Source: an optimization exercise on an open RTL-to-GDS flow (aim: small area). Production flows keep margins and buffers that such runs may drop.
Only simulation tests tie the RTL to the original design; equivalence was not proved.
No activity file was given, so power comes from the tool's default toggle rates.

### flow/config.mk
export PLATFORM = sky130hd
export DESIGN_NAME = img_controller
export DESIGN_NICKNAME = img_controller
export VERILOG_FILES = /design/flow/design.v
export SDC_FILE = /design/flow/constraint.sdc
export NUM_CORES = 4
export LEC_CHECK = 0
export CAP_MARGIN = 20
export CORE_MARGIN = 2
export CORE_UTILIZATION = 60
export CTS_BUF_LIST = sky130_fd_sc_hd__clkbuf_8
export CTS_CLUSTER_DIAMETER = 60
export CTS_CLUSTER_SIZE = 18
export SLEW_MARGIN = 20
### flow/constraint.sdc
create_clock -name core_clock -period 10.0 [get_ports {clk}]
set_input_delay 2.0000 -clock core_clock [delete_from_list [all_inputs] [get_ports {clk}]]
set_output_delay 2.0000 -clock core_clock [all_outputs]
set_load 0.01 [all_outputs]
### flow/design.v
package img_pkg;
    localparam int IMG_WIDTH  = 8;
    localparam int IMG_HEIGHT = 8;
    localparam int IMG_PIXELS = IMG_WIDTH * IMG_HEIGHT;
    localparam int PIXEL_BITS = 12;
    localparam int WORD_BITS  = 16;
    localparam int HEADER_WORDS   = 4;
    localparam int CHECKSUM_WORDS = 2;
    localparam int PADDING_WORDS  = 2;
    localparam int STAT_BITS  = 18;
    localparam int ADDR_BITS  = $clog2(IMG_PIXELS);
    localparam int COUNT_BITS = ADDR_BITS + 1;
    localparam int SKIP_BITS  = 2;
    typedef logic [WORD_BITS-1:0] pixel_word_t;
    typedef struct packed {
        logic                 en;
        logic [ADDR_BITS-1:0] addr;
        pixel_word_t          data;
    } pixel_wr_t;
    typedef struct packed {
        logic [COUNT_BITS-1:0] pixel_count;
        logic [STAT_BITS-1:0]  highlight_count;
        logic [STAT_BITS-1:0]  shadow_count;
    } capture_stats_t;
    typedef struct packed {
        pixel_word_t [HEADER_WORDS-1:0] words;
    } header_t;
endpackage
`timescale 1ns/1ns
module fletcher_checksum (
    input  logic                   clk,
    input  logic                   clear,    
    input  logic                   first,    
    input  logic                   act,      
    input  logic                   add,      
    input  logic                   digit0,
    input  logic [3:0]             din,      
    output logic [2*img_pkg::WORD_BITS-1:0] sum
);
    logic [img_pkg::WORD_BITS-1:0] a;
    logic [img_pkg::WORD_BITS-1:0] b;
    logic                          ca;
    logic [1:0]                    cb;
    logic [3:0]                    a_d;
    logic [3:0]                    b_d;
    logic [4:0]                    a_s;
    logic [5:0]                    b_s;
    assign a_d = first ? 4'd0 : a[3:0];
    assign b_d = first ? 4'd0 : b[3:0];
    assign a_s = {1'b0, a_d} + {1'b0, (add ? din : 4'd0)} + 5'(ca);
    assign b_s = {2'b0, b_d} + {2'b0, (add ? a_s[3:0] : 4'd0)} + 6'(cb)
               + 6'(digit0 & ca);
    always_ff @(posedge clk) begin
        if (clear) begin
            ca <= 1'b0;
            cb <= 2'd0;
        end else if (act) begin
            ca <= a_s[4];
            cb <= b_s[5:4];
        end
        if (act) begin
            a <= {a_s[3:0], a[img_pkg::WORD_BITS-1:4]};
            b <= {b_s[3:0], b[img_pkg::WORD_BITS-1:4]};
        end
    end
    assign sum = {(&b) ? 16'd0 : b, (&a) ? 16'd0 : a};
endmodule
`timescale 1ns/1ns
module frame_decoder (
    input  logic                  clk,
    input  logic                  rst,
    input  logic                  cmd_capture,
    input  logic [img_pkg::SKIP_BITS-1:0]  cmd_skip_count,
    input  logic [img_pkg::PIXEL_BITS-1:0] img_pixel,
    input  logic                  img_fv,
    input  logic                  img_lv,
    output logic                  wr_en,
    output logic                  wr_first,
    output logic [2:0]            wr_y,
    output img_pkg::capture_stats_t        status_stats,
    output logic                  status_capture_done
);
    localparam logic [1:0] ST_IDLE = 2'd0;
    localparam logic [1:0] ST_ARM  = 2'd1;    
    localparam logic [1:0] ST_SKIP = 2'd2;    
    localparam logic [1:0] ST_CAPT = 2'd3;    
    logic [1:0] state;
    logic       capture_prev;
    logic       capture_cmd;
    logic [1:0] skipped;
    logic [2:0] x;
    logic [2:0] y;
    logic       valid;
    logic [2:0] hi;
    logic [2:0] lo;
    logic       stat_point;
    logic [6:0] px_top;
    assign capture_cmd = cmd_capture ^ capture_prev;
    assign wr_en       = (state == ST_CAPT) && img_lv;
    assign wr_first    = wr_en && (x == 3'd0);
    assign wr_y        = y;
    assign stat_point  = wr_en && (x[1:0] == 2'd0) && (y[1:0] == 2'd0);
    assign px_top      = img_pixel[img_pkg::PIXEL_BITS-1 -: 7];
    assign status_stats.pixel_count     = {valid, 6'd0};
    assign status_stats.highlight_count = {15'd0, hi};
    assign status_stats.shadow_count    = {15'd0, lo};
    always_ff @(posedge clk) begin
        if (rst) begin
            state               <= ST_IDLE;
            capture_prev        <= 1'b0;
            skipped             <= '0;
            x                   <= '0;
            y                   <= '0;
            valid               <= 1'b0;
            hi                  <= '0;
            lo                  <= '0;
            status_capture_done <= 1'b0;
        end else begin
            capture_prev <= cmd_capture;
            x <= img_lv ? x + 1'b1 : 3'd0;
            if (wr_en && x == 3'd7) begin
                y <= y + 1'b1;
            end
            if (stat_point && px_top == 7'h7f) hi <= hi + 1'b1;
            if (stat_point && px_top == 7'h00) lo <= lo + 1'b1;
            case (state)
                ST_ARM: begin
                    if (img_fv) begin
                        state <= (skipped == cmd_skip_count) ? ST_CAPT : ST_SKIP;
                    end
                end
                ST_SKIP: begin
                    if (!img_fv) begin
                        skipped <= skipped + 1'b1;
                        state   <= ST_ARM;
                    end
                end
                ST_CAPT: begin
                    if (!img_fv) begin
                        status_capture_done <= !status_capture_done;
                        state               <= ST_IDLE;
                    end
                end
                default: ;
            endcase
            if (capture_cmd) begin
                state   <= ST_ARM;
                skipped <= '0;
                y       <= '0;
                valid   <= 1'b1;
                hi      <= '0;
                lo      <= '0;
            end
        end
    end
endmodule
`timescale 1ns/1ns
module pixel_store (
    input  logic                                clk,
    input  logic                                wr_en,
    input  logic                                wr_first,
    input  logic [2:0]                          wr_y,
    input  logic [img_pkg::PIXEL_BITS-1:0]      wr_data,
    input  logic [2:0]                          rd_y,
    input  logic [2:0]                          rd_x,
    output logic                                rd_hit,
    output logic [img_pkg::PIXEL_BITS-1:0]      rd_data
);
    logic [8*img_pkg::PIXEL_BITS-1:0]         ring [8];
    logic [7:1][2:0]                          ph;
    logic [2:0]                               phase;
    logic [2:0]                               rd_ph;
    always_ff @(posedge clk) begin
        for (int y = 0; y < 8; y++) begin
            ring[y] <= {ring[y][7*img_pkg::PIXEL_BITS-1:0],
                        (wr_en && wr_y == 3'(y)) ? wr_data
                                                 : ring[y][8*img_pkg::PIXEL_BITS-1 -: img_pkg::PIXEL_BITS]};
        end
    end
    always_ff @(posedge clk) begin
        if (wr_first && wr_y == 3'd0) begin
            phase <= 3'd1;
        end else begin
            phase <= phase + 1'b1;
        end
        for (int y = 1; y < 8; y++) begin
            if (wr_first && wr_y == 3'(y)) begin
                ph[y] <= phase;
            end
        end
    end
    assign rd_ph   = (rd_y == 3'd0) ? 3'd0 : ph[rd_y];
    assign rd_hit  = (phase == 3'(rd_ph + rd_x));
    always_comb begin
        rd_data = '0;
        for (int y = 0; y < 8; y++) begin
            if (rd_y == 3'(y)) rd_data = ring[y][8*img_pkg::PIXEL_BITS-1 -: img_pkg::PIXEL_BITS];
        end
    end
endmodule
`timescale 1ns/1ns
module readout_sequencer (
    input  logic                 clk,
    input  logic                 rst,
    input  logic                 cmd_readout,
    input  img_pkg::header_t              cmd_header,
    output logic [2:0]           rd_y,
    output logic [2:0]           rd_x,
    input  logic                 rd_hit,
    input  logic [img_pkg::PIXEL_BITS-1:0] rd_data,
    output logic                 readout_start,
    output logic                 readout_ready,
    input  logic                 readout_trigger,
    output img_pkg::pixel_word_t          readout_data
);
    logic                   readout_prev;
    logic                   readout_cmd;
    logic [6:0]             q;
    logic                   taken;
    logic                   pass;
    logic [1:0]             dg;
    logic                   last_dg;
    logic                   is_hdr;
    logic                   is_pix;
    logic                   is_cks;
    logic                   is_pad;
    logic                   waiting;
    logic                   load;
    logic [img_pkg::PIXEL_BITS-1:0] hold;
    img_pkg::pixel_word_t   hdr_word;
    img_pkg::pixel_word_t   cks_word;
    logic [15:0]            host;
    logic [3:0]             din;
    logic [2*img_pkg::WORD_BITS-1:0] cks_sum;
    assign readout_cmd = cmd_readout ^ readout_prev;
    assign is_hdr  = !q[6] && (q[5:2] == 4'b1111);
    assign is_pix  = q[6];
    assign is_cks  = (q[6:1] == 6'd0);
    assign is_pad  = (q[6:1] == 6'd1);
    assign last_dg = (dg == 2'd3);
    assign rd_y = q[5:3];
    assign rd_x = q[2:0];
    assign waiting = !readout_ready && !taken;
    assign load    = waiting && (is_hdr || is_pad || (is_pix && rd_hit));
    assign hdr_word = cmd_header.words[2'd3 - q[1:0]];
    assign cks_word = q[0] ? cks_sum[31:16] : cks_sum[15:0];
    always_comb begin
        readout_data = '0;
        if (is_pix) begin
            readout_data = {hold[7:0], 4'b0000, hold[11:8]};
        end else if (is_hdr) begin
            readout_data = hdr_word;
        end else if (is_cks) begin
            readout_data = {cks_word[7:0], cks_word[15:8]};
        end
    end
    assign host = {readout_data[7:0], readout_data[15:8]};
    assign din  = host[4*dg +: 4];
    fletcher_checksum fletcher_i (
        .clk    (clk),
        .clear  (readout_cmd),
        .first  (q == 7'd60),
        .act    (pass),
        .add    (!is_cks),
        .digit0 (dg == 2'd0),
        .din    (din),
        .sum    (cks_sum)
    );
    always_ff @(posedge clk) begin
        if (waiting && is_pix && rd_hit) begin
            hold <= rd_data;
        end
    end
    always_ff @(posedge clk) begin
        if (rst) begin
            readout_prev  <= 1'b0;
            readout_start <= 1'b0;
            readout_ready <= 1'b0;
            taken         <= 1'b0;
            pass          <= 1'b0;
            dg            <= 2'd0;
            q             <= 7'd4;
        end else begin
            readout_prev <= cmd_readout;
            if (pass) begin
                dg <= dg + 1'b1;
                if (last_dg) begin
                    pass <= 1'b0;
                end
            end
            if (readout_cmd) begin
                readout_start <= !readout_start;
                readout_ready <= 1'b0;
                taken         <= 1'b0;
                pass          <= 1'b0;
                dg            <= 2'd0;
                q             <= 7'd60;
            end else if (readout_ready) begin
                if (readout_trigger) begin
                    readout_ready <= 1'b0;
                    taken         <= 1'b1;
                end
            end else if (taken) begin
                if (!pass) begin
                    taken <= 1'b0;
                    q     <= q + 1'b1;
                end
            end else if (is_cks) begin
                if (!pass) begin
                    pass <= 1'b1;
                end else if (last_dg) begin
                    readout_ready <= 1'b1;
                end
            end else if (load) begin
                readout_ready <= 1'b1;
                pass          <= !is_pad;
            end
        end
    end
endmodule
`timescale 1ns/1ns
module img_controller (
    input  logic                  clk,
    input  logic                  rst,
    input  logic                  cmd_capture,
    input  logic                  cmd_readout,
    input  logic [img_pkg::SKIP_BITS-1:0]  cmd_skip_count,
    input  img_pkg::header_t               cmd_header,
    input  logic [img_pkg::PIXEL_BITS-1:0] img_pixel,
    input  logic                  img_fv,
    input  logic                  img_lv,
    output logic                  status_capture_done,
    output img_pkg::capture_stats_t        status_stats,
    output logic                  readout_start,
    output logic                  readout_ready,
    input  logic                  readout_trigger,
    output img_pkg::pixel_word_t           readout_data
);
    logic                            wr_en;
    logic                            wr_first;
    logic [2:0]                      wr_y;
    logic [2:0]                      rd_y;
    logic [2:0]                      rd_x;
    logic                            rd_hit;
    logic [img_pkg::PIXEL_BITS-1:0]  rd_data;
    frame_decoder frame_decoder_i (
        .clk                 (clk),
        .rst                 (rst),
        .cmd_capture         (cmd_capture),
        .cmd_skip_count      (cmd_skip_count),
        .img_pixel           (img_pixel),
        .img_fv              (img_fv),
        .img_lv              (img_lv),
        .wr_en               (wr_en),
        .wr_first            (wr_first),
        .wr_y                (wr_y),
        .status_stats        (status_stats),
        .status_capture_done (status_capture_done)
    );
    pixel_store pixel_store_i (
        .clk      (clk),
        .wr_en    (wr_en),
        .wr_first (wr_first),
        .wr_y     (wr_y),
        .wr_data  (img_pixel),
        .rd_y     (rd_y),
        .rd_x     (rd_x),
        .rd_hit   (rd_hit),
        .rd_data  (rd_data)
    );
    readout_sequencer readout_sequencer_i (
        .clk             (clk),
        .rst             (rst),
        .cmd_readout     (cmd_readout),
        .cmd_header      (cmd_header),
        .rd_y            (rd_y),
        .rd_x            (rd_x),
        .rd_hit          (rd_hit),
        .rd_data         (rd_data),
        .readout_start   (readout_start),
        .readout_ready   (readout_ready),
        .readout_trigger (readout_trigger),
        .readout_data    (readout_data)
    );
endmodule
### flow/flow/run.sh
#!/bin/bash
# Standard layout with two changes: the port buffers are the smallest buffer
# cell, and clock tree synthesis inserts no dummy loads. Full log beside the run.
bash standard.sh \
  "BUFFER_PORTS_ARGS=-buffer_cell sky130_fd_sc_hd__buf_1" \
  "CTS_ARGS=-sink_clustering_enable -repair_clock_nets -sink_clustering_size 18 -sink_clustering_max_diameter 60 -buf_list sky130_fd_sc_hd__clkbuf_8 -dont_use_dummy_load" \
  finish > standard.log 2>&1
### flow/standard.sh
#!/bin/bash
# synth_recipe.tcl (not shown) runs the flow's synth.tcl, then flattens the netlist and writes it again
# the make line also repeats each setting of config.mk as NAME=value (left out here)
make -C /OpenROAD-flow-scripts/flow DESIGN_CONFIG=/design/flow/config.mk WORK_HOME=/design/flow/orfs CLKGATE_MAP_FILE= SYNTH_SCRIPT=/design/flow/synth_recipe.tcl "${@:-finish}"
==> results of run 1 <==
==> where the power goes <==
part,total [W],internal (W),switching (W),leakage (nW)
Sequential,0.00359,0.00356,0.0000320,7.09
Clock,0.00146,0.000503,0.000955,0.403
Combinational,0.000268,0.000108,0.000160,2.60
Total,0.00532,0.00417,0.00115,10.1
==> layer usage <==
metal | GRT usage [%] | part of all wire, %
met1 | 29.7 | 49
met2 | 31.2 | 43
met3 | 3.33 | 4.8
met4 | 7.45 | 2.9
met5 | 0 | 0
==> sequential cells by signal, summed over array words and instances, names as in the netlist, 3 cells and up <==
signal                            flops
frame_decoder_i.lo                    3
readout_sequencer_i.fletcher_i.b     16
pixel_store_i.ring                  768
pixel_store_i.ph                     21
readout_sequencer_i.fletcher_i.a     16
frame_decoder_i.hi                    3
pixel_store_i.phase                   3
readout_sequencer_i.q                 7
readout_sequencer_i.hold             12
frame_decoder_i.x                     3
frame_decoder_i.y                     3
==> worst max-delay path by stage <==
stage          depth (start not counted)                                                 to  slack (ps)                             startpoint
6_report                              16              readout_sequencer_i.hold[6]$_DFFE_PP_        3460  readout_sequencer_i.q[3]$_SDFFE_PP0P_
5_1_grt                               16              readout_sequencer_i.hold[1]$_DFFE_PP_        2840  readout_sequencer_i.q[3]$_SDFFE_PP0P_
4_1_cts                               16              readout_sequencer_i.hold[4]$_DFFE_PP_        3430  readout_sequencer_i.q[3]$_SDFFE_PP0P_
3_5_place_dp                          16              readout_sequencer_i.hold[4]$_DFFE_PP_        3390  readout_sequencer_i.q[3]$_SDFFE_PP0P_
3_3_place_gp                          16              readout_sequencer_i.hold[4]$_DFFE_PP_        3410  readout_sequencer_i.q[3]$_SDFFE_PP0P_
2_1_floorplan                         16  readout_sequencer_i.fletcher_i.cb[1]$_SDFFE_PP0P_        4390                         cmd_header[12]
==> through the flow <==
step	setup slack [ps]	hold slack [ps]	total power [W]	cells
4_1_cts	3430	290	0.00537	2284
6_report	3460	296	0.00532	2284
3_5_place_dp	3390	312	0.00394	2228
3_3_place_gp	3410	309	0.00394	2228
2_1_floorplan	4390	310	0.00387	1669
5_1_grt	2840	302	0.00553	2284
==> logic make-up after synthesis <==
group | after synthesis | synth area share (%)
xor+xnor | 31 | 1.13
compound gates | 184 | 5.42
fa+ha+maj | 44 | 2.54
mux | 152 | 7.98
simple gates | 209 | 4.24
flops | 872 | 75.4
other cells | 1 | 0.0156
buf+inv | 141 | 3.22
==> synthesized netlist by cell type, types with 4 or more instances <==
| master | n | share of area [%] |
|---|---|---|
| nor2b_1 | 15 | 0.39 |
| edfxtp_1 | 65 | 8.1 |
| mux2_2 | 101 | 4.7 |
| a22o_1 | 14 | 0.51 |
| mux4_2 | 21 | 2.0 |
| nor2_1 | 66 | 1.0 |
| clkbuf_1 | 32 | 0.50 |
| xnor2_1 | 21 | 0.77 |
| a22oi_1 | 16 | 0.50 |
| nor3_1 | 23 | 0.48 |
| buf_2 | 9 | 0.19 |
| a211oi_1 | 9 | 0.28 |
| a221oi_1 | 24 | 0.88 |
| buf_1 | 6 | 0.094 |
| a21o_1 | 9 | 0.28 |
| nand3_1 | 9 | 0.19 |
| nand2b_1 | 9 | 0.23 |
| ha_1 | 36 | 1.9 |
| clkbuf_8 | 5 | 0.29 |
| o21ai_0 | 27 | 0.56 |
| o22ai_1 | 7 | 0.18 |
| a21oi_1 | 48 | 1.0 |
| nand2_1 | 42 | 0.66 |
| mux2i_1 | 29 | 1.2 |
| xor2_1 | 10 | 0.36 |
| dfxtp_1 | 807 | 67 |
| and3_1 | 10 | 0.26 |
| inv_1 | 44 | 0.69 |
| nand4_1 | 11 | 0.29 |
| a31oi_1 | 8 | 0.21 |
| a221oi_2 | 4 | 0.25 |
| buf_4 | 39 | 1.2 |
| and2_1 | 10 | 0.26 |
| fa_1 | 8 | 0.67 |
==> cell type report <==
cell class                      count  area share, %
Timing Repair Buffer              130           2.21
Inverter                           45          0.662
Multi-Input combinational cell    656           20.6
Tap cell                          525           2.57
Clock buffer                       56           3.02
Sequential cell                   872           70.9
==> impl_metrics.ini, run 1 <==
[critical_path]
cp.required_ps = 10310
r2r_start = readout_sequencer_i.q[3]$_SDFFE_PP0P_
path_cells = inv_2 -> ha_1 -> buf_4 -> inv_1 -> fa_1 -> mux4_2 -> a221oi_1 -> or3_2 -> a21oi_1 -> nor2_1 -> fa_1 -> xor2_1 -> and3_1 -> or2b_1 -> mux2_4 -> nor3_2
r2r_cells = 16
cp.buffers_inverters = 3
cp-end-kind = register
cp_top_family = adder cells
reg2reg_to = readout_sequencer_i.hold[6]$_DFFE_PP_
cpMostUsedCell = fa_1
cp-start-kind = register
r2r_slack_ps = 3460
crit_type = register to register
worst_path_max_delay_cell = fa_1
cp_slowest_stage_delay_ps = 950
arrival_ps = 6850
path_max_fanout = 28

[power_and_ir_drop]
leakage_nw = 10.1
vdd_drop_max_v = 0.000215
powerDensity_nw_per_um2 = 208

[placed_design]
postPlaceCellArea_um2 = 24800
portBuffers = 110
hpwl_um = 28000
gp_congestion = 0.891

[synthesis]
yosysUniqueCellTypes = 64
avgSynthCellArea_um2 = 14.7
ys_ff_latch = 872
yosysWarnings = 5
async_flop_share_pct = 0
synth_edf_count = 65
synthCells = 1634
synth_area_um2 = 24000
seq_area_frac_synth_pct = 75.4
synthFlopType = dfxtp_1

[detailed_routing]
drt-initial-drc-count = 486
vias = 11600
routed_wl_um = 41800
first_pass_iters = 4
avgRoutedWirePerCell_um = 18.3
ant_nets = 0
drc = 0
via_per_inst = 5.09

[finish]
fillers = 3036
layout_commonest_cell = dfxtp_1
layout-drive-gt1-share_pct = 12.2
ff_latch_area_um2 = 18100
syn_to_final_growth_pct = 6.37
layout.nets = 1890
multi_input_area_um2 = 5260
post-route-util_pct = 64.4
final_cell_mix = 807 x dfxtp_1, 110 x buf_1, 101 x mux2_2
antennaDiodeCount = 0
final_area_um2 = 25500

[sta]
drv_slew = 0
finalHoldViolations = 0
rsz0062_at_grt = false
setup_viol = 0
setup_tns_ps = 0
clock_skew_ps = 76.4
maxSlewHeadroom_pct = 29.7
worst_pin_slew_ps = 1050
finalCritPeriodShare_pct = 65.4
fin_crit_ps = 6540
fmax_mhz = 153

[hold_path]
whs_path_depth = 0
hold_path_class = register to register
min_to = pixel_store_i.ring[6][56]$_DFF_P_
min-delay-start = pixel_store_i.ring[6][44]$_DFF_P_

[floorplan]
coreArea_um2 = 39600
die_area_um2 = 41600
die_y_um = 204
fp.dieW_um = 204
ios = 147
initial_core_util_pct = 60.5
rows = 73

[job]
max-cap-violations = 0

[clock_tree]
cts_made_buffers = 56
cts-hold-fix-buffers = 0
cts_resized = 0
worstSkewPairLatency_ps = 670
cts_tree = built
clock-sinks = 872
htreeDepth = 2
clock-root-buffer = clkbuf_8
clk_pin_slew_worst_paths_ps = 100
cts_max_path_buffers = 3
cts_setup_buffers = 0

[global_routing]
grt_overflow = 0
grt_pass1_vias = 11600
grt_pass1_wl_um = 65000
antenna_found_initial = 0
grtUsageTotal_pct = 20.5
grt_max_degree = 45

[run_status]
outcome = finished clean
==> run 2: changes to the inputs <==
==> flow/flow/run.sh (replaced) <==
#!/bin/bash
# Standard layout with two changes: the port buffers are the smallest buffer
# cell, and clock tree synthesis inserts no dummy loads. Full log beside the run.
bash standard.sh \
  "BUFFER_PORTS_ARGS=-buffer_cell sky130_fd_sc_hd__buf_1" \
  "CTS_ARGS=-sink_clustering_enable -repair_clock_nets -sink_clustering_size 10 -sink_clustering_max_diameter 50 -buf_list sky130_fd_sc_hd__clkbuf_4 -dont_use_dummy_load" \
  finish > standard.log 2>&1
==> run 2 against run 1 <==
Synthesized cell count unchanged; design area is essentially flat; fmax grew 0.34%; sequential share of layout area is 0.063 points higher; via count increased by 1.8%; critical endpoint is now readout_sequencer_i.hold[2]$_DFFE_PP_; first-iteration DRC count down 8.0%; worst hold slack got worse by 11 ps; final cell count grew 2.0%; clock-buffer cell count up 43; sequential power about the same; clock power fell by 3%; non-clock buffer count did not move.
==> impl_metrics.ini, run 2 <==
[placed_design]
portBuffers = 110
gp_congestion = 0.891
postPlaceCellArea_um2 = 24800
placed_cells = 2228
hpwl_um = 28000

[synthesis]
yosysWarnings = 5
synthCells = 1634
avgSynthCellArea_um2 = 14.7
async_flop_share_pct = 0
synth_area_um2 = 24000
seq_area_frac_synth_pct = 75.4
ys_ff_latch = 872
ys_top_cells_by_count = 807 x dfxtp_1, 101 x mux2_2, 66 x nor2_1
synth.most_common_cell = dfxtp_1
synthTopCellsByArea = dfxtp_1 67%, edfxtp_1 8.1%, mux2_2 4.7%, mux4_2 2.0%, ha_1 1.9%
synth_area_leader_cell = dfxtp_1
yosysUniqueCellTypes = 64
yosysTopAreaCellShare_pct = 67.3
synthFlopType = dfxtp_1
synth_edf_count = 65

[critical_path]
r2r_slack_ps = 3480
reg2reg_to = readout_sequencer_i.hold[2]$_DFFE_PP_
cp-end-kind = register
crit_type = register to register
r2r_start = readout_sequencer_i.q[3]$_SDFFE_PP0P_
arrival_ps = 6950
cp.required_ps = 10420
cp-start-kind = register
r2r_cells = 16
path_max_fanout = 28

[global_routing]
grt_overflow = 0
grtUsageTotal_pct = 20.7
grt_max_degree = 45
grt_pass1_vias = 12000
antenna_found_initial = 2
grt_pass1_wl_um = 65700

[clock_tree]
clk_pin_slew_worst_paths_ps = 100
cts_resized = 0
worstSkewPairLatency_ps = 800
clock-sinks = 872
clock-root-buffer = clkbuf_4
cts_max_path_buffers = 3
cts_made_buffers = 99
cts_setup_buffers = 0
cts-hold-fix-buffers = 0
htreeDepth = 3
cts_tree = built

[hold_path]
min-delay-start = pixel_store_i.ring[5][58]$_DFF_P_
whs_path_depth = 0
min_to = pixel_store_i.ring[5][70]$_DFF_P_
hold_path_class = register to register

[sta]
finalCritPeriodShare_pct = 65.2
clock_skew_ps = 67.4
drv_slew = 0
maxSlewHeadroom_pct = 30.5
setup_tns_ps = 0
finalHoldViolations = 0
worst_pin_slew_ps = 1040
setup_viol = 0
fmax_mhz = 153
fin_crit_ps = 6520
rsz0062_at_grt = false

[detailed_routing]
routed_wl_um = 41900
avgRoutedWirePerCell_um = 18.0
first_pass_iters = 4
vias = 11800
via_per_inst = 5.08
ant_nets = 0
drc = 0
drt-initial-drc-count = 447

[finish]
largest_reg_flops = 768
syn_to_final_growth_pct = 6.28
final_area_um2 = 25500
top_register = pixel_store_i.ring
final_cell_mix = 807 x dfxtp_1, 110 x buf_1, 101 x mux2_2
layout.nets = 1933
reg_top3 = pixel_store_i.ring: 768 flops, pixel_store_i.ph: 21 flops
layout_commonest_cell = dfxtp_1
layout-drive-gt1-share_pct = 14.3
fin_cells = 2329

[run_status]
outcome = finished clean

[floorplan]
die_y_um = 204
fp.dieW_um = 204
initial_core_util_pct = 60.5
coreArea_um2 = 39600
die_area_um2 = 41600
rows = 73
ios = 147

[job]
max-cap-violations = 0

[power_and_ir_drop]
powerDensity_nw_per_um2 = 207
vdd_drop_max_v = 0.000177
leakage_nw = 10.2
[run 2: cell counts after synthesis]
Identical to the previous run, type by type.
[run 2: worst max-delay path: stages (launching register included)]
cell and delay (ps):
dfxtp_1 850, inv_2 280, ha_1 360, buf_4 360, inv_1 190, fa_1 950
mux4_2 580, a221oi_1 310, or3_2 160, a21oi_1 60, nor2_1 160, fa_1 450
xor2_1 160, and3_1 180, or2b_1 220, mux2_4 290, nor3_2 630
[run 2: worst max-delay path by stage]
stage                                                                   end                                   from  slack [ps]  depth (start not counted)
after floorplan           readout_sequencer_i.fletcher_i.cb[1]$_SDFFE_PP0P_                         cmd_header[12]        4390                         16
after global placement                readout_sequencer_i.hold[4]$_DFFE_PP_  readout_sequencer_i.q[3]$_SDFFE_PP0P_        3410                         16
after detailed placement              readout_sequencer_i.hold[4]$_DFFE_PP_  readout_sequencer_i.q[3]$_SDFFE_PP0P_        3390                         16
after CTS                             readout_sequencer_i.hold[2]$_DFFE_PP_  readout_sequencer_i.q[3]$_SDFFE_PP0P_        3430                         16
after global routing                  readout_sequencer_i.hold[1]$_DFFE_PP_  readout_sequencer_i.q[3]$_SDFFE_PP0P_        2850                         16
final                                 readout_sequencer_i.hold[2]$_DFFE_PP_  readout_sequencer_i.q[3]$_SDFFE_PP0P_        3480                         16
[run 2: logic make-up after synthesis]
family          after synthesis  synth area share, %
fa+ha+maj                    44                 2.54
simple gates                209                 4.24
other cells                   1               0.0156
mux                         152                 7.98
compound gates              184                 5.42
buf+inv                     141                 3.22
flops                       872                 75.4
xor+xnor                     31                 1.13
[run 2: per-stage QoR]
| stage | util [%] | hold WS (ps) | power, W | worst slack [ps] |
|---|---|---|---|---|
| global route | 64.3 | 286 | 0.00552 | 2850 |
| floorplan | - | 310 | 0.00387 | 4390 |
| global placement | 62.5 | 309 | 0.00394 | 3410 |
| detailed placement | 62.5 | 312 | 0.00394 | 3390 |
| finish | 64.3 | 285 | 0.00528 | 3480 |
| CTS | 64.3 | 287 | 0.00535 | 3430 |
[run 2: layer usage]
layer  vias up  GRT usage [%]  part of all wire, %
met1      5647           29.2                   49
met3        77           3.92                  5.0
met5         -              0                    0
met2       287           31.5                   43
li1       5830              -                    -
met4         0           8.67                  2.8
[run 2: power by group]
part / internal [W] / switching, W / total [W]
registers: 0.00356 / 0.0000318 / 0.00359
clock network: 0.000455 / 0.000961 / 0.00142
logic: 0.000108 / 0.000161 / 0.000269
[run 2: cell type report]
type	count	area [um2]
multi-input combinational	656	5260
sequential	872	18100
fill	3075	14100
clock buffer	99	743
timing repair buffer	130	563
antenna	2	5.00
inverter	45	169
tap	525	657
==> run 3: changes to the inputs <==
--- a/flow/design.v
+++ b/flow/design.v
@@ -64,5 +64,5 @@
         end
     end
-    assign sum = {(&b) ? 16'd0 : b, (&a) ? 16'd0 : a};
+    assign sum = {b, a};
 endmodule
 `timescale 1ns/1ns
@@ -251,5 +251,5 @@
         end else if (is_hdr) begin
             readout_data = hdr_word;
-        end else if (is_cks) begin
+        end else if (is_cks && !(&cks_word)) begin
             readout_data = {cks_word[7:0], cks_word[15:8]};
         end
==> run 3 against run 2 <==
Still clean; combinational power is 2% higher; design area is 0.36% lower; synthesized cell count grew 0.98%; first-iteration DRC count increased by 52%; largest cell class unchanged.
==> impl_metrics.ini, run 3 <==
[clock_tree]
clock-root-buffer = clkbuf_4
cts_tree = built
clk_pin_slew_worst_paths_ps = 100
cts_made_buffers = 98
htreeDepth = 3
clock-sinks = 872
worstSkewPairLatency_ps = 800
cts_resized = 0
cts_setup_buffers = 0
cts-hold-fix-buffers = 0
cts_max_path_buffers = 3

[sta]
clock_skew_ps = 111
setup_tns_ps = 0
drv_slew = 0
maxSlewHeadroom_pct = 28.1
fmax_mhz = 145
worst_pin_slew_ps = 1080
setup_viol = 0
finalCritPeriodShare_pct = 69.2
finalHoldViolations = 0
fin_crit_ps = 6920
rsz0062_at_grt = false

[global_routing]
grtUsageTotal_pct = 21.4
grt_max_degree = 46
grt_overflow = 0
grt_pass1_wl_um = 66600
antenna_found_initial = 2
grt_pass1_vias = 11900

[floorplan]
die_area_um2 = 41400
initial_core_util_pct = 60.4
die_y_um = 203
rows = 73
coreArea_um2 = 39500
fp.dieW_um = 203
ios = 147

[synthesis]
async_flop_share_pct = 0
ys_top_cells_by_count = 807 x dfxtp_1, 101 x mux2_2, 73 x nor2_1
synthFlopType = dfxtp_1
synth_top_family_by_area = multiplexers
synth.most_common_cell = dfxtp_1
synth-compound-area-share_pct = 4.77
synthAdderAreaFrac_pct = 2.56
yosysUniqueCellTypes = 62
synth-simple-area-share_pct = 4.79
synth_edf_count = 65
yosysTopAreaCellShare_pct = 67.7
synth_area_leader_cell = dfxtp_1
avgSynthCellArea_um2 = 14.5
synth_area_um2 = 23900
muxShareOfSynthArea_pct = 8.11
ys_ff_latch = 872
synthCells = 1650
synthTopCellsByArea = dfxtp_1 68%, edfxtp_1 8.2%, mux2_2 4.8%, mux4_2 2.2%, ha_1 1.9%
seq_area_frac_synth_pct = 75.8
synth_xor_area_share_pct = 1.17
yosysWarnings = 5

[finish]
fillers = 3066
layout_commonest_cell = dfxtp_1
multi_input_area_um2 = 5260
reg_top3 = pixel_store_i.ring: 768 flops, pixel_store_i.ph: 21 flops
ff_latch_area_um2 = 18100
final_area_um2 = 25400
top_register = pixel_store_i.ring
layout.nets = 1941
layout-drive-gt1-share_pct = 13.5
fin_cells = 2339
post-route-util_pct = 64.3
final_cell_mix = 806 x dfxtp_1, 110 x buf_1, 101 x mux2_2
syn_to_final_growth_pct = 6.42
largest_reg_flops = 768

[power_and_ir_drop]
powerDensity_nw_per_um2 = 209
vdd_drop_max_v = 0.000165
power_w = 0.00530
leakage_nw = 9.97

[critical_path]
r2r_cells = 14
startpoint = readout_sequencer_i.q[3]$_SDFFE_PP0P_
cp-end-kind = register
cp-start-kind = register
r2r_slack_ps = 3080
r2r_start = readout_sequencer_i.q[3]$_SDFFE_PP0P_
cp.required_ps = 10350
path_max_fanout = 25
arrival_ps = 7270
reg2reg_to = readout_sequencer_i.hold[8]$_DFFE_PP_
crit_type = register to register

[detailed_routing]
via_per_inst = 5.14
avgRoutedWirePerCell_um = 18.6
routed_wl_um = 43500
drt-initial-drc-count = 678
first_pass_iters = 6
ant_nets = 0
vias = 12000
drc = 0

[hold_path]
hold_path_class = register to register
min_to = pixel_store_i.ring[2][20]$_DFF_P_
whs_path_depth = 0
min-delay-start = pixel_store_i.ring[2][8]$_DFF_P_

[run_status]
outcome = finished clean

[placed_design]
hpwl_um = 28800
portBuffers = 110
postPlaceCellArea_um2 = 24700
placed_cells = 2237
gp_congestion = 0.864

[job]
max-cap-violations = 0
[run 3: cell count changes in the layout (fill, tap and decap cells not counted), moves of 7 or more]
cell / previous run / this run
inv_1: 44 / 32
nand2_1: 42 / 64
a221oi_1: 24 / 11
a221o_1: 2 / 11
a22o_1: 14 / 1
o21ai_0: 27 / 47
nor2_1: 66 / 73
[run 3: critical path, cell delays in order, from the launching register on]
cell and delay [ps]:
dfxtp_1 790, inv_2 250, ha_1 1080, inv_1 270, fa_1 1050, nand2b_1 130, a2111oi_0 580, nand2_1 130
a22o_1 220, fa_1 400, xor2_1 180, xnor2_1 160, or3_1 390, a21o_1 210, nor3_2 660
[run 3: layout make-up]
cell class | instances | area share [%]
multi-input cells | 682 | 20.7
repair buffers | 124 | 2.04
well taps | 525 | 2.58
diodes | 4 | 0.0394
clock buffers | 98 | 2.89
inverters | 34 | 0.502
flip-flops and latches | 872 | 71.3
[run 3: how the worst max path moves through the flow]
stage                                                   to  slack (ps)  cells after the start
floorplan            readout_sequencer_i.hold[0]$_DFFE_PP_        4420                     21
global placement     readout_sequencer_i.hold[4]$_DFFE_PP_        3250                     16
detailed placement   readout_sequencer_i.hold[8]$_DFFE_PP_        3150                     14
CTS                 readout_sequencer_i.hold[10]$_DFFE_PP_        3070                     14
global route         readout_sequencer_i.hold[0]$_DFFE_PP_        2480                     14
finish               readout_sequencer_i.hold[8]$_DFFE_PP_        3080                     14
[run 3: logic make-up (layout without fill, tap and decap cells)]
kind of cell,count (synthesis),after routing
flip-flops,872,872
AND/OR/NAND/NOR,242,242
AO/OA/AOI/OAI,176,176
multiplexers,152,152
buffers and inverters,131,256
adder cells (fa/ha/maj),44,44
XOR/XNOR,32,32
other,1,40
[run 3: through the flow]
step                      hold slack, ps  worst slack (ps)
final                                237              3080
after global routing                 208              2480
after CTS                            215              3070
after detailed placement             312              3150
after global placement               310              3250
after floorplan                      310              4420
[run 3: layer usage]
layer	wire [um]	GRT usage, %
met1	21000	30.3
met2	19500	32.7
met3	1870	4.30
met4	1210	7.98
met5	0	0
[run 3: where the power goes]
part	switching [W]	leakage, nW	internal (W)	total, W
Combinational	0.000164	2.42	0.000111	0.000274
Clock	0.000975	0.451	0.000451	0.00143
Sequential	0.0000354	7.10	0.00357	0.00360
==> run 4: changes to the inputs <==
--- a/flow/design.v
+++ b/flow/design.v
@@ -34,7 +34,8 @@
     input  logic                   act,      
     input  logic                   add,      
+    input  logic                   move,     
     input  logic                   digit0,
     input  logic [3:0]             din,      
-    output logic [2*img_pkg::WORD_BITS-1:0] sum
+    output logic [img_pkg::WORD_BITS-1:0] sum
 );
     logic [img_pkg::WORD_BITS-1:0] a;
@@ -60,9 +61,9 @@
         end
         if (act) begin
-            a <= {a_s[3:0], a[img_pkg::WORD_BITS-1:4]};
+            a <= {move ? b_s[3:0] : a_s[3:0], a[img_pkg::WORD_BITS-1:4]};
             b <= {b_s[3:0], b[img_pkg::WORD_BITS-1:4]};
         end
     end
-    assign sum = {b, a};
+    assign sum = a;
 endmodule
 `timescale 1ns/1ns
@@ -195,5 +196,6 @@
         rd_data = '0;
         for (int y = 0; y < 8; y++) begin
-            if (rd_y == 3'(y)) rd_data = ring[y][8*img_pkg::PIXEL_BITS-1 -: img_pkg::PIXEL_BITS];
+            rd_data = rd_data | (ring[y][8*img_pkg::PIXEL_BITS-1 -: img_pkg::PIXEL_BITS]
+                               & {img_pkg::PIXEL_BITS{rd_y == 3'(y)}});
         end
     end
@@ -232,5 +234,5 @@
     logic [15:0]            host;
     logic [3:0]             din;
-    logic [2*img_pkg::WORD_BITS-1:0] cks_sum;
+    img_pkg::pixel_word_t   cks_sum;
     assign readout_cmd = cmd_readout ^ readout_prev;
     assign is_hdr  = !q[6] && (q[5:2] == 4'b1111);
@@ -243,6 +245,11 @@
     assign waiting = !readout_ready && !taken;
     assign load    = waiting && (is_hdr || is_pad || (is_pix && rd_hit));
-    assign hdr_word = cmd_header.words[2'd3 - q[1:0]];
-    assign cks_word = q[0] ? cks_sum[31:16] : cks_sum[15:0];
+    always_comb begin
+        hdr_word = '0;
+        for (int i = 0; i < 4; i++) begin
+            hdr_word = hdr_word | (cmd_header.words[3-i] & {16{q[1:0] == 2'(i)}});
+        end
+    end
+    assign cks_word = cks_sum;
     always_comb begin
         readout_data = '0;
@@ -263,4 +270,5 @@
         .act    (pass),
         .add    (!is_cks),
+        .move   (is_cks && q[0]),
         .digit0 (dg == 2'd0),
         .din    (din),
==> run 4 against run 3 <==
Global-route usage down 0.18 points; clock skew down 16 ps; clock power about the same; fmax up 5.3%; die area down 1.4%; non-clock buffer count down 3; flip-flop and latch count unchanged; worst setup slack better by 350 ps; power down 0.88%; critical path type unchanged; utilization up 0.55 points; final cell count down 2.6%; largest cell class unchanged.
==> impl_metrics.ini, run 4 <==
[run_status]
outcome = finished clean

[synthesis]
synth_edf_count = 65
synth_xor_area_share_pct = 1.12
synth_area_um2 = 23500
synthTopCellsByArea = dfxtp_1 69%, edfxtp_1 8.3%, mux2_2 5.2%, a22oi_1 2.0%, ha_1 2.0%
synth_top_family_by_area = multiplexers
yosysUniqueCellTypes = 59
synth-compound-area-share_pct = 5.78
synthCells = 1597
yosysTopAreaCellShare_pct = 68.6
synthAdderAreaFrac_pct = 2.70
synth_area_leader_cell = dfxtp_1
synth.most_common_cell = dfxtp_1
ys_ff_latch = 872
muxShareOfSynthArea_pct = 6.74
synth-simple-area-share_pct = 4.03
async_flop_share_pct = 0
seq_area_frac_synth_pct = 76.9
avgSynthCellArea_um2 = 14.7
synthFlopType = dfxtp_1
ys_top_cells_by_count = 807 x dfxtp_1, 108 x mux2_2, 65 x edfxtp_1
yosysWarnings = 5

[power_and_ir_drop]
vdd_drop_max_v = 0.000151
power_w = 0.00526
powerDensity_nw_per_um2 = 210
leakage_nw = 9.88

[critical_path]
arrival_ps = 6960
cp-start-kind = register
cp-end-kind = register
r2r_cells = 17
r2r_start = readout_sequencer_i.q[3]$_SDFFE_PP0P_
cp.required_ps = 10390
path_max_fanout = 20
crit_type = register to register
reg2reg_to = readout_sequencer_i.hold[2]$_DFFE_PP_
startpoint = readout_sequencer_i.q[3]$_SDFFE_PP0P_
r2r_slack_ps = 3430

[sta]
setup_viol = 0
drv_slew = 0
setup_tns_ps = 0
finalHoldViolations = 0
clock_skew_ps = 94.7
fin_crit_ps = 6570
worst_pin_slew_ps = 1070
rsz0062_at_grt = false
fmax_mhz = 152
final.setup.worst_slack_ps = 3430
maxSlewHeadroom_pct = 28.2
finalCritPeriodShare_pct = 65.7

[floorplan]
fp.dieW_um = 202
coreArea_um2 = 38600
ios = 147
initial_core_util_pct = 60.9
die_area_um2 = 40800
rows = 72
die_y_um = 202

[clock_tree]
clock-root-buffer = clkbuf_4
cts_setup_buffers = 0
cts_max_path_buffers = 3
htreeDepth = 3
cts_tree = built
clock-sinks = 872
clk_pin_slew_worst_paths_ps = 100
worstSkewPairLatency_ps = 800
cts_made_buffers = 98
cts_resized = 0
cts-hold-fix-buffers = 0

[hold_path]
hold_path_class = register to register
whs_path_depth = 0
min_to = pixel_store_i.ring[5][50]$_DFF_P_
min-delay-start = pixel_store_i.ring[5][38]$_DFF_P_

[finish]
layout_commonest_cell = dfxtp_1
final_cell_mix = 806 x dfxtp_1, 110 x buf_1, 108 x mux2_2
top_register = pixel_store_i.ring
reg_top3 = pixel_store_i.ring: 768 flops, pixel_store_i.ph: 21 flops
largest_reg_flops = 768
fillers = 2886
syn_to_final_growth_pct = 6.41
fin_cells = 2279
layout.nets = 1893
layout-drive-gt1-share_pct = 14.0

[detailed_routing]
drt-initial-drc-count = 629
avgRoutedWirePerCell_um = 18.7
ant_nets = 0
routed_wl_um = 42600
drc = 0
via_per_inst = 5.07
first_pass_iters = 5
vias = 11600

[global_routing]
grt_pass1_vias = 11500
use_met2_pct = 33.5
gr-usage-met3_pct = 4.29
antenna_found_initial = 1
grtUsageTotal_pct = 21.2
grt_max_degree = 46
grt_use_met1_pct = 29.5
grt_pass1_wl_um = 65600
grt_overflow = 0
top_usage_layer = met2

[placed_design]
post-place-ws_ps = 3150
hpwl_um = 27300
portBuffers = 110
placed_cells = 2180
gp_congestion = 0.899

[job]
max-cap-violations = 0
==> run 4: cell count changes in the layout (fill, tap and decap cells not counted), sizes merged, moves of 6 or more <==
cell    before  now
a221o       11    0
mux2i       28   19
a22oi       17   64
o211ai       1    9
nand2       64   45
a21oi       52   61
o21ai       48   28
a31oi        5   11
nor3        26   11
nor2        73   48
mux4        23    8
and3         7   13
mux2       101  108
==> run 4: power by group <==
| part | total, W | internal (W) | switching, W | leakage [nW] |
|---|---|---|---|---|
| combinational | 0.000243 | 0.0000953 | 0.000148 | 2.33 |
| sequential | 0.00360 | 0.00356 | 0.0000353 | 7.09 |
| clock | 0.00142 | 0.000451 | 0.000965 | 0.451 |
==> run 4: worst max-delay path, cell delays in order, from the launching register on <==
cell and delay (ps):
dfxtp_1 820, clkinv_1 510, ha_2 320, buf_4 230, inv_1 450, fa_1 740, mux4_2 310, nor2_1 40
or4_1 470, a211oi_1 280, ha_1 190, inv_1 50, fa_1 370, xor2_1 160, xnor2_1 180, and4_1 210
o2111ai_1 210, nor3_2 670
==> run 4: cells by family (layout without fill, tap and decap cells) <==
logic type,after synthesis,in the layout
AO/OA/AOI/OAI,204,204
buffers and inverters,123,251
flip-flops,872,872
adder cells (fa/ha/maj),46,46
XOR/XNOR,30,30
other,1,37
multiplexers,135,135
AND/OR/NAND/NOR,186,186
==> run 4: cell type report <==
class | instances | area, um2 | area share [%]
tap | 518 | 648 | 2.59
clock buffer | 98 | 736 | 2.94
sequential | 872 | 18100 | 72.3
multi-input combinational | 637 | 4940 | 19.7
antenna | 1 | 2.50 | 0.00999
timing repair buffer | 121 | 495 | 1.98
inverter | 32 | 120 | 0.480
==> run 4: worst max path at each step <==
stage,endpoint,cells past startpoint
2_1_floorplan,readout_sequencer_i.hold[0]$_DFFE_PP_,19
6_report,readout_sequencer_i.hold[2]$_DFFE_PP_,17
3_5_place_dp,readout_sequencer_i.hold[2]$_DFFE_PP_,15
3_3_place_gp,readout_sequencer_i.hold[2]$_DFFE_PP_,15
5_1_grt,readout_sequencer_i.hold[2]$_DFFE_PP_,17
4_1_cts,readout_sequencer_i.hold[2]$_DFFE_PP_,15
==> run 4: routing by layer <==
metal | wire length (um) | vias to the layer above
li1 | - | 5662
met1 | 20600 | 5537
met2 | 19200 | 298
met3 | 2090 | 56
met4 | 749 | 0
met5 | 0 | -
==> run 4: stage by stage <==
step / instance area (um2) / util (%) / hold slack, ps
after global routing: 25000 / 64.8 / 286
final: 25000 / 64.8 / 286
after CTS: 25000 / 64.8 / 280
after detailed placement: 24300 / 62.9 / 312
after floorplan: 23700 / - / 310
after global placement: 24300 / 62.9 / 310
==> run 5: changes to the inputs <==
--- a/flow/design.v
+++ b/flow/design.v
@@ -35,5 +35,5 @@
     input  logic                   add,      
     input  logic                   move,     
-    input  logic                   digit0,
+    input  logic [1:0]             digit,
     input  logic [3:0]             din,      
     output logic [img_pkg::WORD_BITS-1:0] sum
@@ -48,8 +48,10 @@
     logic [5:0]                    b_s;
     assign a_d = first ? 4'd0 : a[3:0];
-    assign b_d = first ? 4'd0 : b[3:0];
+    assign b_d = (act && first) ? 4'd0 : b[3:0];
     assign a_s = {1'b0, a_d} + {1'b0, (add ? din : 4'd0)} + 5'(ca);
-    assign b_s = {2'b0, b_d} + {2'b0, (add ? a_s[3:0] : 4'd0)} + 6'(cb)
-               + 6'(digit0 & ca);
+    assign b_s = {2'b0, b_d}
+               + {2'b0, ((act && add) ? a_s[3:0] : 4'd0)}
+               + 6'(act ? cb : 2'd0)
+               + 6'(act && digit == 2'd0 && ca);
     always_ff @(posedge clk) begin
         if (clear) begin
@@ -62,6 +64,6 @@
         if (act) begin
             a <= {move ? b_s[3:0] : a_s[3:0], a[img_pkg::WORD_BITS-1:4]};
-            b <= {b_s[3:0], b[img_pkg::WORD_BITS-1:4]};
         end
+        b <= {b_s[3:0], b[img_pkg::WORD_BITS-1:4]};
     end
     assign sum = a;
@@ -76,4 +78,6 @@
     input  logic                  img_fv,
     input  logic                  img_lv,
+    input  logic                  wr_x4,
+    output logic                  clear,
     output logic                  wr_en,
     output logic                  wr_first,
@@ -90,6 +94,6 @@
     logic       capture_cmd;
     logic [1:0] skipped;
-    logic [2:0] x;
-    logic [2:0] y;
+    logic       lv_prev;
+    logic [3:0] y;         
     logic       valid;
     logic [2:0] hi;
@@ -99,7 +103,9 @@
     assign capture_cmd = cmd_capture ^ capture_prev;
     assign wr_en       = (state == ST_CAPT) && img_lv;
-    assign wr_first    = wr_en && (x == 3'd0);
-    assign wr_y        = y;
-    assign stat_point  = wr_en && (x[1:0] == 2'd0) && (y[1:0] == 2'd0);
+    assign wr_first    = wr_en && !lv_prev;
+    assign wr_y        = y[2:0];
+    assign clear       = (state == ST_ARM) || (state == ST_SKIP)
+                      || (state == ST_CAPT && y == 4'd0 && !lv_prev);
+    assign stat_point  = wr_en && (y[1:0] == 2'd0) && (!lv_prev || wr_x4);
     assign px_top      = img_pixel[img_pkg::PIXEL_BITS-1 -: 7];
     assign status_stats.pixel_count     = {valid, 6'd0};
@@ -111,5 +117,5 @@
             capture_prev        <= 1'b0;
             skipped             <= '0;
-            x                   <= '0;
+            lv_prev             <= 1'b0;
             y                   <= '0;
             valid               <= 1'b0;
@@ -119,6 +125,6 @@
         end else begin
             capture_prev <= cmd_capture;
-            x <= img_lv ? x + 1'b1 : 3'd0;
-            if (wr_en && x == 3'd7) begin
+            lv_prev <= img_lv;
+            if (state == ST_CAPT && lv_prev && !img_lv) begin
                 y <= y + 1'b1;
             end
@@ -159,4 +165,5 @@
 module pixel_store (
     input  logic                                clk,
+    input  logic                                clear,
     input  logic                                wr_en,
     input  logic                                wr_first,
@@ -166,5 +173,7 @@
     input  logic [2:0]                          rd_x,
     output logic                                rd_hit,
-    output logic [img_pkg::PIXEL_BITS-1:0]      rd_data
+    output logic [img_pkg::PIXEL_BITS-1:0]      rd_data,
+    output logic [1:0]                          digit,
+    output logic                                wr_x4       
 );
     logic [8*img_pkg::PIXEL_BITS-1:0]         ring [8];
@@ -175,6 +184,7 @@
         for (int y = 0; y < 8; y++) begin
             ring[y] <= {ring[y][7*img_pkg::PIXEL_BITS-1:0],
-                        (wr_en && wr_y == 3'(y)) ? wr_data
-                                                 : ring[y][8*img_pkg::PIXEL_BITS-1 -: img_pkg::PIXEL_BITS]};
+                        (wr_data & {img_pkg::PIXEL_BITS{wr_en && wr_y == 3'(y)}})
+                        | (ring[y][8*img_pkg::PIXEL_BITS-1 -: img_pkg::PIXEL_BITS]
+                           & {img_pkg::PIXEL_BITS{!clear}})};
         end
     end
@@ -191,4 +201,6 @@
         end
     end
+    assign digit   = phase[1:0];
+    assign wr_x4   = (phase == {!(wr_y[2] && ph[4][2]), wr_y[2] ? ph[4][1:0] : 2'd0});
     assign rd_ph   = (rd_y == 3'd0) ? 3'd0 : ph[rd_y];
     assign rd_hit  = (phase == 3'(rd_ph + rd_x));
@@ -211,4 +223,5 @@
     input  logic                 rd_hit,
     input  logic [img_pkg::PIXEL_BITS-1:0] rd_data,
+    input  logic [1:0]           digit,
     output logic                 readout_start,
     output logic                 readout_ready,
@@ -221,5 +234,6 @@
     logic                   taken;
     logic                   pass;
-    logic [1:0]             dg;
+    logic                   want;
+    logic                   req;
     logic                   last_dg;
     logic                   is_hdr;
@@ -240,5 +254,5 @@
     assign is_cks  = (q[6:1] == 6'd0);
     assign is_pad  = (q[6:1] == 6'd1);
-    assign last_dg = (dg == 2'd3);
+    assign last_dg = (digit == 2'd3);
     assign rd_y = q[5:3];
     assign rd_x = q[2:0];
@@ -263,5 +277,5 @@
     end
     assign host = {readout_data[7:0], readout_data[15:8]};
-    assign din  = host[4*dg +: 4];
+    assign din  = host[4*digit +: 4];
     fletcher_checksum fletcher_i (
         .clk    (clk),
@@ -271,5 +285,5 @@
         .add    (!is_cks),
         .move   (is_cks && q[0]),
-        .digit0 (dg == 2'd0),
+        .digit  (digit),
         .din    (din),
         .sum    (cks_sum)
@@ -280,4 +294,6 @@
         end
     end
+    assign req = (load && !is_pad)
+              || (waiting && is_cks && !pass && !want);
     always_ff @(posedge clk) begin
         if (rst) begin
@@ -287,13 +303,13 @@
             taken         <= 1'b0;
             pass          <= 1'b0;
-            dg            <= 2'd0;
+            want          <= 1'b0;
             q             <= 7'd4;
         end else begin
             readout_prev <= cmd_readout;
-            if (pass) begin
-                dg <= dg + 1'b1;
-                if (last_dg) begin
-                    pass <= 1'b0;
-                end
+            if (last_dg) begin
+                pass <= want || req;
+                want <= 1'b0;
+            end else if (req) begin
+                want <= 1'b1;
             end
             if (readout_cmd) begin
@@ -302,5 +318,5 @@
                 taken         <= 1'b0;
                 pass          <= 1'b0;
-                dg            <= 2'd0;
+                want          <= 1'b0;
                 q             <= 7'd60;
             end else if (readout_ready) begin
@@ -310,17 +326,14 @@
                 end
             end else if (taken) begin
-                if (!pass) begin
+                if (!pass && !want) begin
                     taken <= 1'b0;
                     q     <= q + 1'b1;
                 end
             end else if (is_cks) begin
-                if (!pass) begin
-                    pass <= 1'b1;
-                end else if (last_dg) begin
+                if (pass && last_dg) begin
                     readout_ready <= 1'b1;
                 end
             end else if (load) begin
                 readout_ready <= 1'b1;
-                pass          <= !is_pad;
             end
         end
@@ -345,4 +358,6 @@
     output img_pkg::pixel_word_t           readout_data
 );
+    logic                            clear;
+    logic                            wr_x4;
     logic                            wr_en;
     logic                            wr_first;
@@ -352,4 +367,5 @@
     logic                            rd_hit;
     logic [img_pkg::PIXEL_BITS-1:0]  rd_data;
+    logic [1:0]                      digit;
     frame_decoder frame_decoder_i (
         .clk                 (clk),
@@ -360,4 +376,6 @@
         .img_fv              (img_fv),
         .img_lv              (img_lv),
+        .wr_x4               (wr_x4),
+        .clear               (clear),
         .wr_en               (wr_en),
         .wr_first            (wr_first),
@@ -368,4 +386,5 @@
     pixel_store pixel_store_i (
         .clk      (clk),
+        .clear    (clear),
         .wr_en    (wr_en),
         .wr_first (wr_first),
@@ -375,5 +394,7 @@
         .rd_x     (rd_x),
         .rd_hit   (rd_hit),
-        .rd_data  (rd_data)
+        .rd_data  (rd_data),
+        .digit    (digit),
+        .wr_x4    (wr_x4)
     );
     readout_sequencer readout_sequencer_i (
@@ -386,4 +407,5 @@
         .rd_hit          (rd_hit),
         .rd_data         (rd_data),
+        .digit           (digit),
         .readout_start   (readout_start),
         .readout_ready   (readout_ready),
==> flow/flow/run.sh (replaced) <==
#!/bin/bash
# Standard layout with two changes: the port buffers are the smallest buffer
# cell, and clock tree synthesis inserts no dummy loads. Full log beside the run.
bash standard.sh \
  "BUFFER_PORTS_ARGS=-buffer_cell sky130_fd_sc_hd__buf_1" \
  "CTS_ARGS=-sink_clustering_enable -repair_clock_nets -sink_clustering_size 20 -sink_clustering_max_diameter 60 -buf_list sky130_fd_sc_hd__clkbuf_8 -dont_use_dummy_load" \
  finish > standard.log 2>&1
==> run 5 against run 4 <==
Critical path depth is the same; register-to-register slack improved by 210 ps; global-route usage increased by 0.73 points; worst setup slack better by 210 ps; largest cell class unchanged; non-clock buffer count rose by 2; clock-buffer cell count down 46; clock power is essentially flat; die area is 1.5% lower; sequential share of layout area up 0.38 points; synthesized cell count rose by 1.5%.
==> impl_metrics.ini, run 5 <==
[critical_path]
r2r_start = readout_sequencer_i.q[3]$_SDFFE_PP0P_
r2r_cells = 17
path_max_fanout = 27
startpoint = readout_sequencer_i.q[3]$_SDFFE_PP0P_
endpoint = readout_sequencer_i.hold[6]$_DFFE_PP_
cp-end-kind = register
r2r_slack_ps = 3640
cp.required_ps = 10230
reg2reg_to = readout_sequencer_i.hold[6]$_DFFE_PP_
cp-start-kind = register
path_cells = clkinv_1 -> ha_1 -> buf_4 -> inv_1 -> fa_1 -> mux4_2 -> a221oi_1 -> or3_1 -> a21oi_1 -> nor2_1 -> fa_1 -> xor2_1 -> and3_1 -> and2_1 -> and2_1 -> mux2i_1 -> a21boi_2
worst_path_max_delay_cell = fa_1
crit_type = register to register
arrival_ps = 6590
cp_slowest_stage_delay_ps = 850

[finish]
antennaDiodeCount = 0
post-route-util_pct = 64.2
layout.nets = 1849
layout_commonest_cell = dfxtp_1
reg_top3 = pixel_store_i.ring: 768 flops, pixel_store_i.ph: 21 flops
fillers = 2914
largest_reg_flops = 768
layout-drive-gt1-share_pct = 5.12
fin_cells = 2238
final_cell_mix = 821 x dfxtp_1, 110 x buf_1, 97 x a22o_1
syn_to_final_growth_pct = 6.26
top_register = pixel_store_i.ring

[power_and_ir_drop]
internal_power_w = 0.00410
p_sw_share_pct = 22.3
p_comb_share_pct = 5.7
vdd_drop_max_v = 0.000203
powerDensity_nw_per_um2 = 214
power.clock.fraction_pct = 26.6
leakage_nw = 9.54
switchingPower_w = 0.00117
seqPwrFrac_pct = 67.8

[placed_design]
placed_cells = 2186
gp_congestion = 0.918
post-place-ws_ps = 3300
hpwl_um = 27600
portBuffers = 110

[clock_tree]
clock-root-buffer = clkbuf_8
cts_setup_buffers = 0
htreeDepth = 2
worstSkewPairLatency_ps = 670
cts-hold-fix-buffers = 0
clk_pin_slew_worst_paths_ps = 100
cts_max_path_buffers = 3
clock-sinks = 870
cts_made_buffers = 52
cts_resized = 0
cts_tree = built

[sta]
finalHoldViolations = 0
clock_skew_ps = 88.1
hold_slack_ps = 294
drv_slew = 0
setup_tns_ps = 0
rsz0062_at_grt = false
maxSlewHeadroom_pct = 23.3
final.setup.worst_slack_ps = 3640
worst_pin_slew_ps = 1150
finalCritPeriodShare_pct = 63.6
fin_crit_ps = 6360
fmax_mhz = 157
setup_viol = 0

[floorplan]
die_y_um = 201
ios = 147
coreArea_um2 = 38400
rows = 72
fp.dieW_um = 201
initial_core_util_pct = 60.4
die_area_um2 = 40200

[synthesis]
synth.most_common_cell = dfxtp_1
yosysWarnings = 5
avgSynthCellArea_um2 = 14.3
synth_area_um2 = 23200
ys_ff_latch = 870
ys_top_cells_by_count = 821 x dfxtp_1, 97 x a22o_1, 75 x a22oi_1
synthFlopType = dfxtp_1
synthTopCellsByArea = dfxtp_1 71%, edfxtp_1 6.3%, a22o_1 3.7%, a22oi_1 2.4%, ha_1 1.8%
synthCells = 1621
yosysUniqueCellTypes = 64
async_flop_share_pct = 0
yosysTopAreaCellShare_pct = 70.9
synth_edf_count = 49
synth_area_leader_cell = dfxtp_1
seq_area_frac_synth_pct = 77.2

[detailed_routing]
ant_nets = 0
first_pass_iters = 5
routed_wl_um = 43700
drt-initial-drc-count = 687
vias = 11700
via_per_inst = 5.24
avgRoutedWirePerCell_um = 19.5
drc = 0

[job]
max-cap-violations = 0

[global_routing]
antenna_found_initial = 1
grt_max_degree = 63
grt_overflow = 0
grtUsageTotal_pct = 21.9
grt_pass1_wl_um = 67400
grt_pass1_vias = 11600

[run_status]
outcome = finished clean

[hold_path]
hold_path_class = register to register
run 5: cell count changes after synthesis, sizes merged, moves of 7 or more:
cell	before	now
o21ai	28	15
o211ai	9	2
a31oi	11	20
and2	12	5
a22o	0	97
mux2	108	5
clkbuf	36	56
a22oi	64	75
dfxtp	807	821
nand2	45	26
nand3	10	17
edfxtp	65	49
run 5: layer usage:
metal	wire length, um	global-route usage [%]	up-vias
met5	0	0	-
met4	1180	7.65	0
met3	1950	3.47	79
met2	19300	34.1	311
met1	21300	31.5	5663
li1	-	-	5673
run 5: cells by family (layout without fill, tap and decap cells):
group	Yosys count	count (layout)	share of synthesized area [%]
adders and majority gates	42	42	2.53
other	1	36	0.0162
AOI/OAI and AO/OA	313	313	9.97
xor gates and xnor gates	32	32	1.21
and+or+nand+nor	183	183	4.18
muxes	34	34	1.82
buffers and inverters	146	210	3.06
DFF	870	870	77.2
run 5: per-stage QoR:
step	instance area, um2	power [W]
floorplan	23300	0.00385
global placement	23900	0.00395
detailed placement	23900	0.00395
CTS	24600	0.00533
global route	24600	0.00549
finish	24600	0.00528
run 5: area by class of cell:
cell class / instances / area [um2] / area share, %
well taps: 518 / 648 / 2.63
multi-input cells: 640 / 4730 / 19.2
repair buffers: 123 / 510 / 2.07
inverters: 35 / 131 / 0.533
clock buffers: 52 / 716 / 2.90
flip-flops and latches: 870 / 17900 / 72.7
run 5: critical path, delay by kind of cell (launching register included):
| kind | cells | cell delay, ps |
|---|---|---|
| xor+xnor | 1 | 130 |
| compound gates | 3 | 910 |
| flops | 1 | 770 |
| simple gates | 5 | 760 |
| buf+inv | 3 | 1010 |
| fa+ha+maj | 3 | 1720 |
| mux | 2 | 690 |
run 5: how the worst min path moves through the flow:
stage	end	from	cells after the start	slack (ps)
final	pixel_store_i.ring[6][76]$_DFF_P_	pixel_store_i.ring[6][64]$_DFF_P_	0	290
after global routing	pixel_store_i.ring[7][88]$_DFF_P_	pixel_store_i.ring[7][76]$_DFF_P_	0	300
after CTS	pixel_store_i.ring[0][31]$_DFF_P_	pixel_store_i.ring[0][19]$_DFF_P_	0	290
after detailed placement	pixel_store_i.ring[1][93]$_DFF_P_	pixel_store_i.ring[1][81]$_DFF_P_	0	310
after global placement	pixel_store_i.ring[4][69]$_DFF_P_	pixel_store_i.ring[4][57]$_DFF_P_	0	310
after floorplan	pixel_store_i.ring[0][12]$_DFF_P_	pixel_store_i.ring[0][0]$_DFF_P_	0	310
run 5: power by group through the flow:
| stage | clock, W | combinational, W | sequential, W |
|---|---|---|---|
| after floorplan | 0 | 0.000222 | 0.00363 |
| after global placement | 0 | 0.000297 | 0.00365 |
| after detailed placement | 0 | 0.000298 | 0.00366 |
| after CTS | 0.00146 | 0.000300 | 0.00358 |
| after global routing | 0.00158 | 0.000328 | 0.00358 |
| final | 0.00140 | 0.000299 | 0.00358 |
==> run 6: changes to the inputs <==
--- a/flow/flow/run.sh
+++ b/flow/flow/run.sh
@@ -5,3 +5,4 @@
   "BUFFER_PORTS_ARGS=-buffer_cell sky130_fd_sc_hd__buf_1" \
   "CTS_ARGS=-sink_clustering_enable -repair_clock_nets -sink_clustering_size 20 -sink_clustering_max_diameter 60 -buf_list sky130_fd_sc_hd__clkbuf_8 -dont_use_dummy_load" \
+  SKIP_REPAIR_TIE_FANOUT=1 \
   finish > standard.log 2>&1
==> run 6 against run 5 <==
Sequential share of layout area is 0.34 points higher; critical path type unchanged; combinational power is 1% higher; worst setup slack got worse by 240 ps; flip-flop and latch count did not move; area after synthesis is the same; worst hold slack got worse by 28 ps; global-route usage hardly changed; power rose by 0.19%; first-iteration DRC count decreased by 5.2%; clock skew down 24 ps; critical endpoint is now readout_sequencer_i.hold[5]$_DFFE_PP_; via count up 0.13%; still clean on timing, DRC and antenna; clock power about the same.
==> impl_metrics.ini, run 6 <==
[detailed_routing]
ant_nets = 0
drc = 0
drt-initial-drc-count = 651
first_pass_iters = 5
vias = 11700
via_per_inst = 5.32

[power_and_ir_drop]
leakage_nw = 9.44
powerDensity_nw_per_um2 = 216
vdd_drop_max_v = 0.000188

[clock_tree]
cts_made_buffers = 52
clock-sinks = 870
cts_max_path_buffers = 3
clock-root-buffer = clkbuf_8
worstSkewPairLatency_ps = 670
cts_setup_buffers = 0
clk_pin_slew_worst_paths_ps = 110
cts_tree = built

[finish]
layout.nets = 1817
largest_reg_flops = 768
final_cell_mix = 821 x dfxtp_1, 110 x buf_1, 97 x a22o_1
antennaDiodeCount = 0
layout_commonest_cell = dfxtp_1
syn_to_final_growth_pct = 5.76
multi_input_area_um2 = 4590
ff_latch_area_um2 = 17900
fillers = 2935
top_register = pixel_store_i.ring
layout-drive-gt1-share_pct = 5.27

[synthesis]
synth_edf_count = 49
ys_top_cells_by_count = 821 x dfxtp_1, 97 x a22o_1, 75 x a22oi_1
synthCells = 1621
yosysUniqueCellTypes = 64
synth.most_common_cell = dfxtp_1
seq_area_frac_synth_pct = 77.2
async_flop_share_pct = 0
yosysWarnings = 5
synthTopCellsByArea = dfxtp_1 71%, edfxtp_1 6.3%, a22o_1 3.7%, a22oi_1 2.4%, ha_1 1.8%

[critical_path]
path_max_fanout = 27
cp_top_family = adder cells
startpoint = readout_sequencer_i.q[3]$_SDFFE_PP0P_
path_cells = clkinv_1 -> ha_1 -> buf_4 -> inv_1 -> fa_1 -> mux4_2 -> a221oi_1 -> or3_1 -> a21oi_1 -> nor2_1 -> fa_1 -> xor2_1 -> and3_1 -> nand2b_1 -> a211oi_1 -> a31oi_1 -> a21boi_1 -> buf_4
worst_path_max_delay_cell = fa_1
cp.required_ps = 10330
cp.depth = 18
arrival_ps = 6930
r2r_slack_ps = 3400
crit_type = register to register
cp-start-kind = register
cp-end-kind = register
r2r_cells = 18

[run_status]
outcome = finished clean

[global_routing]
antenna_found_initial = 3
grt_pass1_vias = 11600

[sta]
fin_crit_ps = 6600
hold_slack_ps = 266
clock_skew_ps = 64.1
fmax_mhz = 152
finalCritPeriodShare_pct = 66.0
finalHoldViolations = 0
setup_viol = 0

[floorplan]
initial_core_util_pct = 60.4
ios = 147
coreArea_um2 = 38400
fp.dieW_um = 201

[placed_design]
gp_congestion = 0.939
hpwl_um = 28000

[job]
max-cap-violations = 0

[hold_path]
min-delay-start = pixel_store_i.ring[1][44]$_DFF_P_
min_to = pixel_store_i.ring[1][56]$_DFF_P_
whs_path_depth = 0
hold_path_class = register to register
## run 6: cell counts after synthesis
No cell type changed its count.
## run 6: routing by layer
layer  vias up  part of all wire, %  global-route usage, %  wire length (um)
met1      5652                   48                   31.2             20900
met3       105                  5.2                   4.03              2310
met5         -                0.030                      0                13
met2       332                   43                   33.0             18900
li1       5650                    -                      -                 -
met4         2                  4.1                   9.87              1790
## run 6: logic make-up after synthesis
logic type	synth area share, %
buf+inv	3.06
xor+xnor	1.21
flops	77.2
simple gates	4.18
compound gates	9.97
mux	1.82
fa+ha+maj	2.53
other cells	0.0162
## run 6: worst reg2reg max path, stage by stage, from the launching register on
cell and delay [ps]:
dfxtp_1 800, clkinv_1 550, ha_1 440, buf_4 360
inv_1 160, fa_1 840, mux4_2 560, a221oi_1 340
or3_1 180, a21oi_1 70, nor2_1 140, fa_1 440
xor2_1 130, and3_1 180, nand2b_1 80, a211oi_1 180
a31oi_1 110, a21boi_1 490, buf_4 260
## run 6: cell type report
type | count | share of cell area [%]
clock buffers | 52 | 2.92
inverters | 35 | 0.536
multi-input cells | 605 | 18.7
flip-flops and latches | 870 | 73.0
well taps | 518 | 2.64
repair buffers | 126 | 2.17
## run 6: report_power, final
part / internal (W) / total (W) / switching [W]
Sequential: 0.00353 / 0.00358 / 0.0000425
Combinational: 0.000101 / 0.000303 / 0.000202
Clock: 0.000469 / 0.00141 / 0.000938
## run 6: worst max-delay path by stage
stage | endpoint | slack, ps
finish | readout_sequencer_i.hold[5]$_DFFE_PP_ | 3400
CTS | readout_sequencer_i.hold[1]$_DFFE_PP_ | 3220
global route | readout_sequencer_i.hold[5]$_DFFE_PP_ | 3000
detailed placement | readout_sequencer_i.hold[0]$_DFFE_PP_ | 3240
global placement | readout_sequencer_i.hold[0]$_DFFE_PP_ | 3310
floorplan | readout_sequencer_i.hold[0]$_DFFE_PP_ | 3650
## run 6: stage by stage
stage | total power (W) | util (%) | cell area [um2] | std cells | setup slack [ps]
2_1_floorplan | 0.00385 | - | 23200 | 1621 | 3650
3_3_place_gp | 0.00395 | 62.0 | 23800 | 2153 | 3310
3_5_place_dp | 0.00396 | 62.0 | 23800 | 2153 | 3240
4_1_cts | 0.00534 | 63.9 | 24500 | 2205 | 3220
5_1_grt | 0.00549 | 63.9 | 24500 | 2206 | 3000
6_report | 0.00529 | 63.9 | 24500 | 2206 | 3400

-- re-timing with driven ports --
The flow's constraints put no driver on any port. The routed layouts listed below were extracted and timed again, unchanged, in two steps. Step 1, drivers: a clkbuf_16 drives clk and a buf_2 each remaining input, both assumed. Step 2 also shifts input and output timing later by t, the mid clock arrival at the registers, as if the neighbouring blocks saw the same clock. Slacks: ideal ports / drivers / drivers and shift; pairs: ideal ports / drivers.
run	shift t [ns]	setup WS [ns]
run 1	0.682	3.455 / 3.455 / 3.455
run 2	0.815	3.478 / 3.478 / 3.478
run 3	0.800	3.080 / 3.080 / 3.080
run 4	0.800	3.431 / 3.431 / 3.431
run 5	0.676	3.642 / 3.642 / 3.642
run 6	0.687	3.400 / 3.400 / 3.400
After both steps every run listed still meets setup and hold.
